What follows belongs to an exercise in optimizing a design on an open flow for small area, a short achievable clock period and few clock cycles per item; a production flow would make more cautious choices.
In this exercise RTL edits were held to simulation tests only and were not proved equivalent to the original.

==> flow/design.v, too long to show whole: its modules and the start of the top module <==
// module julian_day_to_calendar_date: 1776 lines
module julian_day_to_calendar_date (
  input  logic                     clk,
  input  logic                     rst,
  input  logic                     stamp_valid,
  output logic                     stamp_ready,
  input  logic [IN_W-1:0]          stamp_julian_time,
  output logic                     date_valid,
  input  logic                     date_ready,
  output logic signed [YEAR_W-1:0] date_year,
  output logic [MONTH_W-1:0]       date_month,
  output logic [DAY_W-1:0]         date_day_whole,
  output logic [FO_W-1:0]          date_day_fraction
);
  // ...
==> flow/run.sh <==
#!/bin/bash
# synth_recipe.tcl (not shown) runs the flow's synth.tcl, then flattens the netlist and writes it again
# the make line also repeats each setting of config.mk as NAME=value (left out here)
make -C /OpenROAD-flow-scripts/flow DESIGN_CONFIG=/design/flow/config.mk WORK_HOME=/design/flow/orfs CLKGATE_MAP_FILE= SYNTH_SCRIPT=/design/flow/synth_recipe.tcl finish
==> flow/config.mk <==
export PLATFORM = sky130hd
export DESIGN_NAME = julian_day_to_calendar_date
export DESIGN_NICKNAME = julian_day_to_calendar_date
export VERILOG_FILES = /design/flow/design.v
export SDC_FILE = /design/flow/constraint.sdc
export NUM_CORES = 4
export LEC_CHECK = 0
export CAP_MARGIN = 20
export CORE_MARGIN = 2
export CORE_UTILIZATION = 60
export SETUP_SLACK_MARGIN = 5
export SLEW_MARGIN = 20
==> flow/constraint.sdc <==
create_clock -name core_clock -period 10.0 [get_ports {clk}]
set_input_delay 2.0000 -clock core_clock [delete_from_list [all_inputs] [get_ports {clk}]]
set_output_delay 2.0000 -clock core_clock [all_outputs]
set_load 0.01 [all_outputs]
==> run_results.csv, run 1 <==
group,metric,value,unit
critical_path,worstReg2RegEnd,"yoff3[2]",
route,firstDrtPassIters,4,
cts,insertion_delay,450,ps
final_layout,final_cell_mix,"inv_1, edfxtp_1, ha_1, fa_1, clkdlybuf4s50_1",
synthesis,synth_mux_area_frac,0.004379,
critical_path,crit_start,"date_ready",
synthesis,ys_top_cells_by_count,"inv_1, edfxtp_1, ha_1",
synthesis,synthCells,1355,
cts,cts_sinks,188,
route,met3WireLength,1.364,mm
global_routing,met3_usage,0.03259,
synthesis,synth-xor-area-share,0.05842,
outcome,outcome,"timing/DRC/antenna clean",
final_layout,largest-register,"w1",
floorplan,row_count,58,
timing,rsz0062_at_grt,"no",
critical_path,slowest_delay,500,ps
final_layout,inv_count,266,
job,maxCapViolCount,0,
timing,slew_headroom,0.4743,
cts,cts.hold.buffers_added,0,
synthesis,synth_top_family_by_area,"adder cells",
final_layout,final_cells,1802,
critical_path,critPathRequiredTime,8000,ps
synthesis,synth_seq_cells,188,
min_path,min_from,"f3[4]",
global_routing,grtUsageMet2,0.4307,
final_layout,num-multi-input-gates,883,
timing,worstMarginPinSlew,780.2,ps
timing,finClkSkew,19.12,ps
global_routing,top_usage_layer,"met2",
final_layout,mostFrequentLayoutCell,"inv_1",
critical_path,cp_max_fo,12,
floorplan,ios,86,
final_layout,dominant_cells,"multi-input gates",
route,dr.max_layer_used,"met4",
final_layout,finish.instance_area,17230,um2
final_layout,multi_input_area,8492,um2
floorplan,coreArea,24960,um2
cts,cts_buffer_depth,2,
Testbench counts, summed over its fixed seeds: cycles 16,032, items 16,000.
==> run 2, diff against run 1 <==
--- a/flow/design.v
+++ b/flow/design.v
@@ -1636,17 +1636,16 @@
   assign s2sum[6] = s2sum_p[6] ^ s2sum_G2_5;
   assign s2sum[7] = s2sum_p[7] ^ s2sum_G2_6;
   assign s2sum[8] = s2sum_p[8] ^ s2sum_G2_7;
   assign s2sum[9] = s2sum_p[9] ^ s2sum_G3_8;
   assign s2sum[10] = s2sum_p[10] ^ s2sum_G3_9;
   assign s2sum[11] = s2sum_p[11] ^ s2sum_G3_10;
   assign s2sum[12] = s2sum_p[12] ^ s2sum_G3_11;
   logic [10:0] yt;
-  logic [8:0]  yoff;
   assign yt[0]  = s2sum >= 13'd365;
   assign yt[1]  = s2sum >= 13'd730;
   assign yt[2]  = s2sum >= 13'd1095;
   assign yt[3]  = s2sum >= 13'd1461;
   assign yt[4]  = s2sum >= 13'd1826;
   assign yt[5]  = s2sum >= 13'd2191;
   assign yt[6]  = s2sum >= 13'd2556;
   assign yt[7]  = s2sum >= 13'd2922;
@@ -1654,44 +1653,45 @@
   assign yt[9]  = s2sum >= 13'd3652;
   assign yt[10] = s2sum >= 13'd4017;
   always_comb begin
     yp = 4'd0;
     for (int i = 0; i < 11; i++) begin
       if (yt[i]) yp = 4'(i + 1);
     end
   end
-  always_comb begin
-    yoff = 9'd0;
-    if (yt[0])  yoff = 9'(365);
-    if (yt[1])  yoff = 9'(730);
-    if (yt[2])  yoff = 9'(1095);
-    if (yt[3])  yoff = 9'(1461);
-    if (yt[4])  yoff = 9'(1826);
-    if (yt[5])  yoff = 9'(2191);
-    if (yt[6])  yoff = 9'(2556);
-    if (yt[7])  yoff = 9'(2922);
-    if (yt[8])  yoff = 9'(3287);
-    if (yt[9])  yoff = 9'(3652);
-    if (yt[10]) yoff = 9'(4017);
-  end
   logic [8:0]  s23;
-  logic [8:0]  yoff3;
   logic [3:0]  yp3;
   logic [15:0] y03;
   logic [15:0] f3;
   always_ff @(posedge clk) begin
     if (en3) begin
       s23   <= s2sum[8:0];
-      yoff3 <= yoff;
       yp3   <= yp;
       y03   <= 16'({qe2, 2'b00}) - 16'd4716;
       f3    <= f2;
     end
   end
+  logic [8:0]  yoff3;
+  always_comb begin
+    unique case (yp3)
+      4'd0:    yoff3 = 9'(0);
+      4'd1:    yoff3 = 9'(365);
+      4'd2:    yoff3 = 9'(730);
+      4'd3:    yoff3 = 9'(1095);
+      4'd4:    yoff3 = 9'(1461);
+      4'd5:    yoff3 = 9'(1826);
+      4'd6:    yoff3 = 9'(2191);
+      4'd7:    yoff3 = 9'(2556);
+      4'd8:    yoff3 = 9'(2922);
+      4'd9:    yoff3 = 9'(3287);
+      4'd10:   yoff3 = 9'(3652);
+      default: yoff3 = 9'(4017);
+    endcase
+  end
   logic [8:0] doy_p, doy_g, doy;
   assign doy_p = s23 ^ (~yoff3);
   assign doy_g = s23 & (~yoff3);
   logic doy_g0c;
   assign doy_g0c = doy_g[0] | (doy_p[0] & 1'b1);
   logic doy_G0_1, doy_P0_1;
   assign doy_G0_1 = doy_g[1] | (doy_p[1] & doy_g0c);
   assign doy_P0_1 = doy_p[1] & doy_p[0];
==> run 2 against run 1 <==
Final cell count is 0.83% higher. Die area is 3.6% lower. Maximum frequency is 0.49% higher. Via count hardly changed. Clock skew is 5.7 ps lower. Non-clock buffer count is 31 higher. Utilization is 1.6 points higher. Register-to-register slack worse by 50 ps. Routed wire length is 1.8% lower. Largest cell class unchanged.
==> run_results.csv, run 2 <==
group,metric,value,unit
outcome,outcome,"timing/DRC/antenna clean",
final_layout,nets,1814,
critical_path,r2r_slack,5190,ps
global_routing,gr-total-overflow,0,
final_layout,fin_util,0.7058,
final_layout,largest-register,"w1",
synthesis,synth_mux_area_frac,0.002746,
place,gp_congestion,0.8825,
synthesis,synth_most_common_cell,"inv_1",
synthesis,synth_top_family_by_area,"adder cells",
route,antenna_left,0,
place,dp_worst_setup_slack,4101,ps
cts,cts_tree,"done",
synthesis,synth_adder_area_share,0.3079,
final_layout,layout-drive-gt1-share,0.09176,
timing,finClkSkew,13.45,ps
floorplan,start_util,0.6049,
floorplan,die-area,25560,um2
floorplan,coreArea,24110,um2
route,vias,10070,
place,io_buffers,85,
critical_path,cp_max_fo,2,
critical_path,worst-setup-path-type,"in2out",
synthesis,ys_types,73,
timing,min_period,4928,ps
final_layout,mostFrequentLayoutCell,"inv_1",
final_layout,largest_register_ffs,24,
timing,setup_slack,5072,ps
route,firstDrtPassIters,5,
place,dp_cells,1740,
floorplan,dieHeight,159.9,um
route,via_per_inst,5.543,
cts,cts_sinks,180,
route,drt_iter0_drc,698,
floorplan,ios,86,
timing,setup_viol,0,
min_path,hold-path-cell-count,0,
synthesis,synthCells,1341,
cts,insertion_delay,440,ps
synthesis,yosys_warnings,11,
global_routing,grt_pass1_vias,10310,
cts,path_clk_slew,80,ps
job,maxCapViolCount,0,
timing,fin_setup_tns,0,ps
timing,max_freq,202.9,MHz
synthesis,synth_compound_area_frac,0.1109,
min_path,worst_hold_path_type,"reg2reg",
global_routing,antenna_found_initial,0,
floorplan,row_count,57,
cts,numCtsBuffers,17,
synthesis,yosys.area.top_type,"edfxtp_1",
timing,worstMarginPinSlew,1013,ps
floorplan,die_x,159.9,um
critical_path,worstReg2RegEnd,"qe2[12]",
synthesis,synth_edf_count,176,
global_routing,grt_max_degree,51,
synthesis,synthArstFlopShare,0,
synthesis,synth_area_leaders,"edfxtp_1, fa_1, ha_1",
final_layout,final_cells,1817,
critical_path,path_cells,"clkdlybuf4s50_1 > nor2b_4 > clkinv_2 > clkdlybuf4s15_2",
synthesis,synth_top_cell_area_share,0.3625,
timing,rsz0062_at_grt,"no",
cts,cts_buffer_depth,2,
cts,cts.root.buffer_cell,"clkbuf_16",
timing,drv_slew,0,
global_routing,grt_pass1_wl,51.32,mm
timing,slew_headroom,0.3223,
timing,finalHoldViolations,0,
synthesis,syn_area_per_cell,10.87,um2
critical_path,slowest_stage,"clkdlybuf4s50_1",
route,drt-total-wl,31.06,mm
synthesis,synthFlopType,"edfxtp_1",
global_routing,grtUsageTotal,0.2539,
synthesis,ys_top_cells_by_count,"inv_1, ha_1, edfxtp_1",
min_path,min_to,"f2[6]",
synthesis,synth_area,14580,um2
route,detail_route.wl_per_cell,17.10,um
final_layout,diodes,0,
final_layout,final_cell_mix,"inv_1, edfxtp_1, ha_1, fa_1, clkdlybuf4s50_1",
timing,min_period_over_period,0.4928,
final_layout,syn_to_final_growth,16.68,%
route,drc_errors,0,
critical_path,worstReg2RegStart,"w1[13]",
synthesis,syn_nets,1675,
critical_path,cp-start-kind,"primary input",
critical_path,slowest_delay,450,ps
critical_path,cp.arrival,2930,ps
critical_path,critPathRequiredTime,8000,ps
min_path,min_from,"f1[6]",
synthesis,synth-xor-area-share,0.04865,
critical_path,cp-end-kind,"output port",
synthesis,ys_seq_area_frac,0.3679,
critical_path,r2r_cells,16,
place,post-dp-hpwl,24.28,mm
cts,htreeDepth,4,
synthesis,synth_seq_cells,180,
synthesis,synthSimpleGateAreaFrac,0.08821,
-- run 2: layout make-up --
cell class,count,area [um2]
Multi-Input combinational cell,877,8338
Fill cell,1825,7092
Sequential cell,180,5365
Timing Repair Buffer,134,1231
Inverter,270,1032
Clock buffer,17,425.4
Tap cell,324,405.4
Clock inverter,15,216.5
-- run 2: cells by family after synthesis --
family / count (synthesis)
compound gates: 235
xor+xnor: 81
fa+ha+maj: 291
buf+inv: 284
flops: 180
mux: 4
simple gates: 266
-- run 2: stage by stage --
stage	hold slack, ps	area [um2]
floorplan	400.3	14600
global placement	400.6	15830
detailed placement	404.5	15830
CTS	417.0	16650
global route	423.0	17010
finish	414.5	17010
-- run 2: how the worst max path moves through the flow --
stage               slack (ps)           to       start  cells after the start
finish                    5070  stamp_ready  date_ready                      4
global route              4930     day_r[2]      yp3[0]                     17
CTS                       5000   year_r[12]      yp3[0]                     20
detailed placement        4100   year_r[12]      yp3[2]                     20
global placement          4270   year_r[12]      yp3[2]                     20
floorplan                 5020  stamp_ready  date_ready                      2
-- run 2: routing by layer --
metal / part of all wire / track usage / vias up
li1: - / - / 4873
met1: 0.43 / 0.3269 / 4892
met2: 0.51 / 0.4500 / 246
met3: 0.037 / 0.02987 / 61
met4: 0.025 / 0.08354 / 0
met5: 0 / 0 / -
-- run 2: critical path: cells and delay by family --
family | cells | cell delay (ps)
buffers and inverters | 3 | 780
and+or+nand+nor | 1 | 140
-- run 2: what timing repair did --
item	4_1_cts	5_1_grt
setup endpoints to repair	31	24
gates resized for setup	22	28
endpoints found under the hold margin	0	0
pin swaps	2	8
buffers inserted	10	35
hold buffers	0	0
Testbench counts of run 2, summed over its fixed seeds: cycles 16,032, items 16,000.

afterwards: timing with drivers on the ports:
No port has a modelled driver above. Below, the same layouts with a new extraction and two added sets of constraints.
Step 1 (the two cells are an assumption about what drives the block):
set clk [get_ports {clk}]
set_driving_cell -lib_cell sky130_fd_sc_hd__clkbuf_16 $clk
set_driving_cell -lib_cell sky130_fd_sc_hd__buf_2 [delete_from_list [all_inputs] $clk]
Step 2, shift: input delay + t, output delay - t, t = (earliest + latest rising clock arrival at the registers) / 2. This alone moves slack from input paths to output paths.
Slacks: no drivers / after step 1 / after step 2; pairs: no drivers / after step 1.
run	t, ns	slack for setup (ns)	clock arrival spread, ns	worst register clock-pin slew, ns	pins driven straight from the clock port
run 1	0.490	5.048 / 5.023 / 4.750	0.019 / 0.020	0.09 / 0.09	1
run 2	0.484	5.072 / 5.045 / 4.717	0.015 / 0.015	0.09 / 0.09	1
After both steps every run listed still meets setup and hold. The setup slack of run 2, which loses most, moves by -0.027 ns with the drivers and by -0.355 ns with both steps.
